Background: an optimization exercise with open tools, aiming at small area and few clock cycles per item. Do not read the settings as production practice.
The RTL was checked by simulation tests, not by an equivalence proof against the original design.
Power is estimated from default activity; no workload was simulated.

--- flow/config.mk ---
export PLATFORM = sky130hd
export DESIGN_NAME = multi_slot_stopwatch
export DESIGN_NICKNAME = multi_slot_stopwatch
export VERILOG_FILES = /design/flow/design.v
export SDC_FILE = /design/flow/constraint.sdc
export NUM_CORES = 4
export LEC_CHECK = 0
export CAP_MARGIN = 20
export CORE_MARGIN = 2
export CORE_UTILIZATION = 40
export CTS_CLUSTER_DIAMETER = 100
export CTS_CLUSTER_SIZE = 30
export SLEW_MARGIN = 20
--- flow/constraint.sdc ---
create_clock -name core_clock -period 8.5 [get_ports {clk}]
set_input_delay 1.7000 -clock core_clock [delete_from_list [all_inputs] [get_ports {clk}]]
set_output_delay 1.7000 -clock core_clock [all_outputs]
set_load 0.01 [all_outputs]
--- flow/design.v ---
`timescale 1ns / 1ps
`default_nettype none
module multi_slot_stopwatch (
	input  wire                 clk,
	input  wire                 arst_n,
	input  wire                 cmd_valid,
	output logic                cmd_stall,
	input  wire  [7:0]          cmd,
	output logic                rsp_valid,
	input  wire                 rsp_stall,
	output logic [70:0]         rsp
);
	localparam logic [3:0] OP_TICK       = 4'd0;
	localparam logic [3:0] OP_START      = 4'd1;
	localparam logic [3:0] OP_STOP       = 4'd2;
	localparam logic [3:0] OP_RESTART    = 4'd3;
	localparam logic [3:0] OP_CLAIM      = 4'd4;
	localparam logic [3:0] OP_CLAIM_FREE = 4'd5;
	localparam logic [3:0] OP_RELEASE    = 4'd6;
	localparam logic [3:0] OP_RESTAMP    = 4'd7;
	localparam logic [3:0] OP_QUERY      = 4'd8;
	localparam logic [10:0] MAX_H  = 11'd1193;
	localparam logic [5:0]  MAX_M  = 6'd2;
	localparam logic [5:0]  MAX_S  = 6'd47;
	localparam logic [9:0]  MAX_MS = 10'd295;
	wire [3:0] op = cmd[7:4];
	wire [3:0] sl = cmd[3:0];
	logic vld_q;
	wire  hold = vld_q && rsp_stall;
	wire  take = cmd_valid && !hold;
	assign cmd_stall = hold;
	assign rsp_valid = vld_q;
	always_ff @(posedge clk or negedge arst_n) begin
		if (!arst_n) begin
			vld_q <= 1'b0;
		end else if (!hold) begin
			vld_q <= cmd_valid;
		end
	end
	logic [9:0]  e_ms;
	logic [5:0]  e_s, e_m;
	logic [10:0] e_h;
	logic        running;
	logic [15:0] busy;
	logic [9:0]  st_ms [16];
	logic [5:0]  st_s  [16];
	logic [5:0]  st_m  [16];
	logic [10:0] st_h  [16];
	logic [15:0] free_oh;
	logic [3:0]  free_idx;
	logic        free_found;
	always_comb begin
		free_oh  = '0;
		free_idx = '0;
		for (int i = 15; i >= 0; i--) begin
			if (!busy[i]) begin
				free_oh     = '0;
				free_oh[i]  = 1'b1;
				free_idx    = 4'(i);
			end
		end
		free_found = !(&busy);
	end
	logic [15:0] sl_oh;
	always_comb begin
		sl_oh = '0;
		sl_oh[sl] = 1'b1;
	end
	wire is_claim   = op == OP_CLAIM;
	wire is_cfree   = op == OP_CLAIM_FREE;
	wire is_release = op == OP_RELEASE;
	wire is_restamp = op == OP_RESTAMP;
	wire is_query   = op == OP_QUERY;
	wire [15:0] we = {16{take}} &
		(({16{is_claim | is_release | is_restamp}} & sl_oh) | ({16{is_cfree}} & free_oh));
	wire e_zero = (e_ms == '0) && (e_s == '0) && (e_m == '0) && (e_h == '0);
	wire e_max  = (e_ms == MAX_MS) && (e_s == MAX_S) && (e_m == MAX_M) && (e_h == MAX_H);
	always_ff @(posedge clk or negedge arst_n) begin
		if (!arst_n) begin
			e_ms    <= '0;
			e_s     <= '0;
			e_m     <= '0;
			e_h     <= '0;
			running <= 1'b0;
			busy    <= '0;
		end else if (take) begin
			case (op)
				OP_TICK: begin
					if (running) begin
						if (e_max) begin
							e_ms <= '0;
							e_s  <= '0;
							e_m  <= '0;
							e_h  <= '0;
						end else if (e_ms != 10'd999) begin
							e_ms <= e_ms + 10'd1;
						end else begin
							e_ms <= '0;
							if (e_s != 6'd59) begin
								e_s <= e_s + 6'd1;
							end else begin
								e_s <= '0;
								if (e_m != 6'd59) begin
									e_m <= e_m + 6'd1;
								end else begin
									e_m <= '0;
									e_h <= e_h + 11'd1;
								end
							end
						end
					end
				end
				OP_START, OP_STOP: begin
					e_ms    <= '0;
					e_s     <= '0;
					e_m     <= '0;
					e_h     <= '0;
					running <= op == OP_START;
				end
				OP_RESTART: begin
					if (e_zero) begin
						running <= 1'b1;
					end
				end
				OP_CLAIM: busy[sl] <= 1'b1;
				OP_CLAIM_FREE: busy <= busy | free_oh;
				OP_RELEASE: busy[sl] <= 1'b0;
				default: begin
				end
			endcase
		end
	end
	always_ff @(posedge clk) begin
		for (int i = 0; i < 16; i++) begin
			if (we[i]) begin
				st_ms[i] <= e_ms;
				st_s[i]  <= e_s;
				st_m[i]  <= e_m;
				st_h[i]  <= e_h;
			end
		end
	end
	wire [15:0] qsel = {16{is_query}} & busy & sl_oh;
	wire        qb   = |qsel;
	logic [32:0] s_cat;
	always_comb begin
		s_cat = '0;
		for (int i = 0; i < 16; i++) begin
			s_cat = s_cat | ({33{qsel[i]}} & {st_h[i], st_m[i], st_s[i], st_ms[i]});
		end
	end
	wire [9:0]  s_ms = s_cat[9:0];
	wire [5:0]  s_s  = s_cat[15:10];
	wire [5:0]  s_m  = s_cat[21:16];
	wire [10:0] s_h  = s_cat[32:22];
	wire [32:0] e_cat = {e_h, e_m, e_s, e_ms};
	wire [33:0] dif   = {1'b0, e_cat} - {1'b0, s_cat};
	wire [33:0] brw   = dif ^ {1'b0, e_cat} ^ {1'b0, s_cat};
	logic [3:0] slot_out;
	logic       status;
	logic       slot_busy;
	wire        busy_sl = |(busy & sl_oh);
	always_comb begin
		slot_out  = '0;
		status    = 1'b0;
		slot_busy = 1'b0;
		case (op)
			OP_CLAIM: begin
				slot_out  = sl;
				slot_busy = 1'b1;
			end
			OP_CLAIM_FREE: begin
				slot_out  = free_found ? free_idx : 4'd0;
				slot_busy = free_found;
				status    = !free_found;
			end
			OP_RELEASE: slot_out = sl;
			OP_RESTAMP, OP_QUERY: begin
				slot_out  = sl;
				slot_busy = busy_sl;
			end
			default: begin
			end
		endcase
	end
	logic [3:0]  r_slot;
	logic        r_status;
	logic        r_busy;
	logic [32:0] r_dif;
	logic        r_b_ms, r_b_s, r_b_m, r_wrap;
	always_ff @(posedge clk) begin
		if (!hold) begin
			r_slot   <= slot_out;
			r_status <= status;
			r_busy   <= slot_busy;
			r_dif    <= {33{qb}} & dif[32:0];
			r_b_ms   <= qb && brw[10];
			r_b_s    <= qb && brw[16];
			r_b_m    <= qb && brw[22];
			r_wrap   <= qb && brw[33];
		end
	end
	wire [9:0]  f_ms = r_dif[9:0];
	wire [5:0]  f_s  = r_dif[15:10];
	wire [5:0]  f_m  = r_dif[21:16];
	wire [10:0] f_h  = r_dif[32:22];
	wire        c0   = r_wrap && (r_b_ms ? (f_ms >= 10'd728) : (f_ms >= 10'd704));
	wire        c1   = r_wrap && (r_b_s ? (f_s >= 6'd17) || (c0 && (f_s == 6'd16))
	                                    : (f_s >= 6'd13) || (c0 && (f_s == 6'd12)));
	wire        c2   = r_wrap && (r_b_m ? (f_m >= 6'd62) || (c1 && (f_m == 6'd61))
	                                    : (f_m >= 6'd58) || (c1 && (f_m == 6'd57)));
	wire [9:0]  k_ms = (r_b_ms ? 10'd1000 : 10'd0) + (!r_wrap ? 10'd0 : c0 ? 10'd320 : 10'd296);
	wire [5:0]  k_s  = (r_b_s ? 6'd60 : 6'd0) + (!r_wrap ? 6'd0 : c1 ? 6'd51 : 6'd47) + 6'(c0);
	wire [5:0]  k_m  = (r_b_m ? 6'd60 : 6'd0) + (!r_wrap ? 6'd0 : c2 ? 6'd6 : 6'd2) + 6'(c1);
	wire [9:0]  o_ms = f_ms + k_ms;
	wire [5:0]  o_s  = f_s + k_s;
	wire [5:0]  o_m  = f_m + k_m;
	wire [10:0] o_h  = f_h + (!r_wrap ? 11'd0 : c2 ? 11'd1194 : 11'd1193);
	wire [3:0]  k_sel = {r_wrap, r_b_m, r_b_s, r_b_ms};
	wire [31:0] k_c   = '0
			| ({32{k_sel == 4'd0}} & 32'd3077644864)
			| ({32{k_sel == 4'd1}} & 32'd3077644840)
			| ({32{k_sel == 4'd2}} & 32'd3077640864)
			| ({32{k_sel == 4'd3}} & 32'd3077640840)
			| ({32{k_sel == 4'd4}} & 32'd3077404864)
			| ({32{k_sel == 4'd5}} & 32'd3077404840)
			| ({32{k_sel == 4'd6}} & 32'd3077400864)
			| ({32{k_sel == 4'd7}} & 32'd3077400840)
			| ({32{k_sel == 4'd8}} & 32'd4294779456)
			| ({32{k_sel == 4'd9}} & 32'd4294779432)
			| ({32{k_sel == 4'd10}} & 32'd4294775456)
			| ({32{k_sel == 4'd11}} & 32'd4294775432)
			| ({32{k_sel == 4'd12}} & 32'd4294539456)
			| ({32{k_sel == 4'd13}} & 32'd4294539432)
			| ({32{k_sel == 4'd14}} & 32'd4294535456)
			| ({32{k_sel == 4'd15}} & 32'd4294535432);
	wire [31:0] p_h  = 32'(f_h);
	wire [31:0] p_m  = 32'(f_m);
	wire [31:0] p_s  = 32'(f_s);
	wire [10:0] c_h  = ~f_h;
	wire [5:0]  c_m  = ~f_m;
	wire [5:0]  c_s  = ~f_s;
	wire [31:0] n_h  = 32'(c_h);
	wire [31:0] n_m  = 32'(c_m);
	wire [31:0] n_s  = 32'(c_s);
	wire [31:0] delta = (p_h << 22) + (n_h << 19) + (n_h << 16) + (n_h << 12) + (n_h << 9) + (p_h << 7)
		+ (p_m << 16) + (n_m << 13) + (p_m << 11) + (p_m << 9) + (p_m << 7) + (n_m << 5)
		+ (p_s << 10) + (n_s << 5) + (p_s << 3) + 32'(f_ms) + k_c;
	assign rsp = {r_slot, r_status, r_busy, delta, o_h, o_m, o_s, o_ms};
endmodule
`default_nettype wire
--- flow/run.sh ---
#!/bin/bash
# synth_recipe.tcl (not shown) runs the flow's synth.tcl, then flattens the netlist and writes it again
# the make line also repeats each setting of config.mk as NAME=value (left out here)
make -C /OpenROAD-flow-scripts/flow DESIGN_CONFIG=/design/flow/config.mk WORK_HOME=/design/flow/orfs CLKGATE_MAP_FILE= SYNTH_SCRIPT=/design/flow/synth_recipe.tcl finish
==> results.toml <==
[cells_and_area]
layout_common_cells = "571 x edfxtp_1, 172 x inv_1, 136 x ha_1"
multiInputGateArea_mm2 = 0.0115
layout-drive-gt1-share_pct = 7.83
syn_to_final_growth_pct = 11.2
n_fill_cell = 6832
diodes = 0
final_common_cell = "edfxtp_1"
fin_nets = 2626
fin_util_pct = 45.0
seqCellArea_mm2 = 0.0184

[yosys]
synthCells = 2260
synth_top_cell_area_share_pct = 55.6
ys_ff_latch = 622
async_reset_ff_share_pct = 8.20
ys_top_cells_by_area = "edfxtp_1 56%, fa_1 7.0%, ha_1 5.5%"
yosysSeqAreaShare_pct = 59.8
synth_edf_count = 571
yosysUniqueCellTypes = 87
netlist_area_mm2 = 0.0308
synth.avg_cell_area_um2 = 13.6
synthFlopType = "edfxtp_1"
synth_top_area_cell = "edfxtp_1"
yosysWarnings = 5

[critical_path]
critical_path_required_ps = 6800
crit_path_top_delay_cell = "fa_1"
critical_path.top_delay_family = "adder cells"
crit_path_end_kind = "output pin"
start_kind = "register"
worstPathArrival_ps = 6450
critical_path_class = "reg -> out"
slowest_delay_ps = 680
crit_top_cell = "fa_1"
crit_chain = "inv_1 -> fa_1 -> inv_1 -> fa_1 -> fa_1 -> fa_1 -> inv_1 -> ha_1 -> a21oi_1 -> nor2_1 -> a311oi_1 -> o21ai_1 -> a21o_1 -> a21o_1 -> a21o_1 -> a21oi_1 -> xnor2_1 -> clkdlybuf4s50_1"
crit_fanout = 5
crit_buf_inv = 4

[timing]
maxSlewViolCount = 0
period_needed_ps = 8150
slew_headroom_pct = 40.3
post-route-period-util_pct = 95.9
setup_viol = 0
max_clock_freq_ghz = 0.123
fin_skew_ps = 32.6
worstMarginPinSlew_ps = 895
finalHoldViolCount = 0

[power]
ir_drop_uv = 251
p_leak_nw = 12.5
fin_total_pwr_mw = 9.10
power.density_mw_per_mm2 = 266
p_switching_mw = 3.06
switching_share_pct = 33.6
comb_power_share_pct = 44.2
power.share.sequential_pct = 39.4
clock_power_share_pct = 16.4
intPower_mw = 6.04

[detailed_routing]
drt-pass1-iter-count = 6
routed_wl_mm = 82.5
viasPerCell = 5.75
drc = 0
wl_met3_mm = 5.37
wl_met1_mm = 35.4
ant_nets = 0
drt-wirelength-per-cell_um = 24.1
maxUsedRoutingLayer = "met4"
routed-wl-met2_mm = 40.2
drt_iter0_markers = 2165
dr_total_vias = 19653

[floorplanning]
dieHeight_um = 282
dieArea_mm2 = 0.0793
row_count = 101
die_w_um = 282
coreArea_mm2 = 0.0761
ios = 85
initial_core_util_pct = 40.5

[global_routing]
grt_overflow = 0
grt_usage_pct = 20.8
grt_pass1_wl_mm = 124
antenna_found_initial = 2
grt_max_degree = 52
grt_pass1_vias = 19693

[clocking]
cts_tree = "built"
clk_latency_ps = 600
clk_path_buf_depth = 3
cts-root-buf = "clkbuf_16"
clock_sinks = 622
hold_buffers = 0
numCtsBuffers = 25
cts.htree.levels = 1
clk_pin_slew_ps = 120

[run_status]
run_status = "complete, no violations"

[hold_path]
hold_path_class = "reg -> reg"

[flow_run]
cap_viol_max_count = 0

[placed_design]
portBuffers = 84
dp_hpwl_mm = 56.2
gp_congestion = 0.902
routing by layer:
metal  global-route usage, %  vias to the layer above
met3                    2.44                       86
li1                        -                     8850
met2                    35.7                      729
met1                    28.5                     9988
met4                    4.24                        0
met5                       0                        -
sequential cells by signal, indices dropped and copies added, names as in the netlist, named ones only:
signal    flops
r_b_ms        1
r_busy        1
r_slot        4
e_h          11
r_wrap        1
r_dif        33
running       1
st_ms       160
e_m           6
r_b_s         1
st_s         96
r_status      1
e_ms         10
vld_q         1
r_b_m         1
st_m         96
st_h        176
e_s           6
busy          1
final cells by class:
| type | instances | area share, % |
|---|---|---|
| Timing Repair Buffer | 186 | 4.79 |
| Clock buffer | 41 | 2.09 |
| Inverter | 172 | 1.89 |
| Multi-Input combinational cell | 1364 | 33.5 |
| Clock inverter | 4 | 0.135 |
| Tap cell | 1030 | 3.76 |
| Sequential cell | 622 | 53.8 |
cell families after synthesis:
group,count (synthesis),synth area share [%]
flip-flops,622,59.8
AO/OA/AOI/OAI,544,13.3
AND/OR/NAND/NOR,461,7.63
buffers and inverters,280,3.65
adder cells (fa/ha/maj),243,12.5
XOR/XNOR,104,3.00
multiplexers,4,0.171
other,2,0.0244
cell usage after synthesis (65+ instances only):
master,count
a21oi_1,75
a222oi_1,65
a22oi_1,75
clkbuf_1,75
edfxtp_1,571
fa_1,107
ha_1,136
inv_1,172
nand2_1,92
nand3_1,66
nor2_1,116
o21ai_0,68
final timing paths:
check	startpoint	to	slack, ps	cells past startpoint
worst min register to register	running	running	580	2
min in group asynchronous	arst_n	vld_q	1230	2
worst min-delay path	running	running	580	2
worst max register to register	register	r_dif[32]	3370	18
worst max-delay path	r_dif[22]	rsp[53]	350	18
max in group asynchronous	arst_n	e_h[6]	6730	2
through the flow:
step,worst slack [ps],hold WS (ps),std cells,setup TNS [ps],cell area (µm²)
2_1_floorplan,1900,512,2266,0,30800
3_5_place_dp,618,557,3356,0,33400
6_report,348,585,3419,0,34200
5_1_grt,-7.34,639,3419,-7.34,34200
4_1_cts,48.2,595,3402,0,34100
3_3_place_gp,626,557,3356,0,33300
worst register-to-register path, cell delays in order, from the launching register on:
cell and delay [ps]:
dfrtp_1 540, and3_1 260, and2_1 290, a22oi_1 210, nand3_1 270, a221oi_1 340, nand4_1 150, ha_1 240
fa_1 400, nand2b_1 180, a21oi_1 240, o41a_1 280, a41oi_1 280, o211ai_1 300, a31oi_1 120, buf_4 160
o41ai_1 420, xnor2_1 170, nor2_1 60
power groups by stage:
stage | logic, mW | registers [mW] | clock network [mW]
2_1_floorplan | 2.45 | 3.62 | 0
3_3_place_gp | 3.98 | 3.66 | 0
3_5_place_dp | 4.03 | 3.66 | 0
4_1_cts | 4.06 | 3.59 | 1.52
5_1_grt | 4.46 | 3.60 | 1.63
6_report | 4.02 | 3.59 | 1.49
timing repair:
item | CTS | global route
endpoints found under the setup margin | 4 | 6
gates resized for setup | 1 | 0
buffers inserted | 1 | 17
Testbench counts, summed over its fixed seeds: cycles 24,016, items 24,000.

[port drivers added, routing unchanged]
Ports are ideal in the flow. The routed layout listed here was re-timed in OpenROAD.
Step 1, drivers: a clkbuf_16 drives clk and a buf_2 each remaining input, both assumed.
Step 2, shift: input delay + t, output delay - t, t = (earliest + latest rising clock arrival at the registers) / 2. This alone moves slack from input paths to output paths.
a / b / c = no drivers / after step 1 / after step 2; a / b = the first two.
t, ns: 0.650
slack for setup (ns): 0.348 / 0.287 / 0.619
worst setup path after step 2: input to register
clock arrival spread, ns: 0.036 / 0.036
After both steps this run still meets setup and hold. For this run, drivers alone change the setup slack by -0.061 ns; drivers and shift together by +0.271 ns.
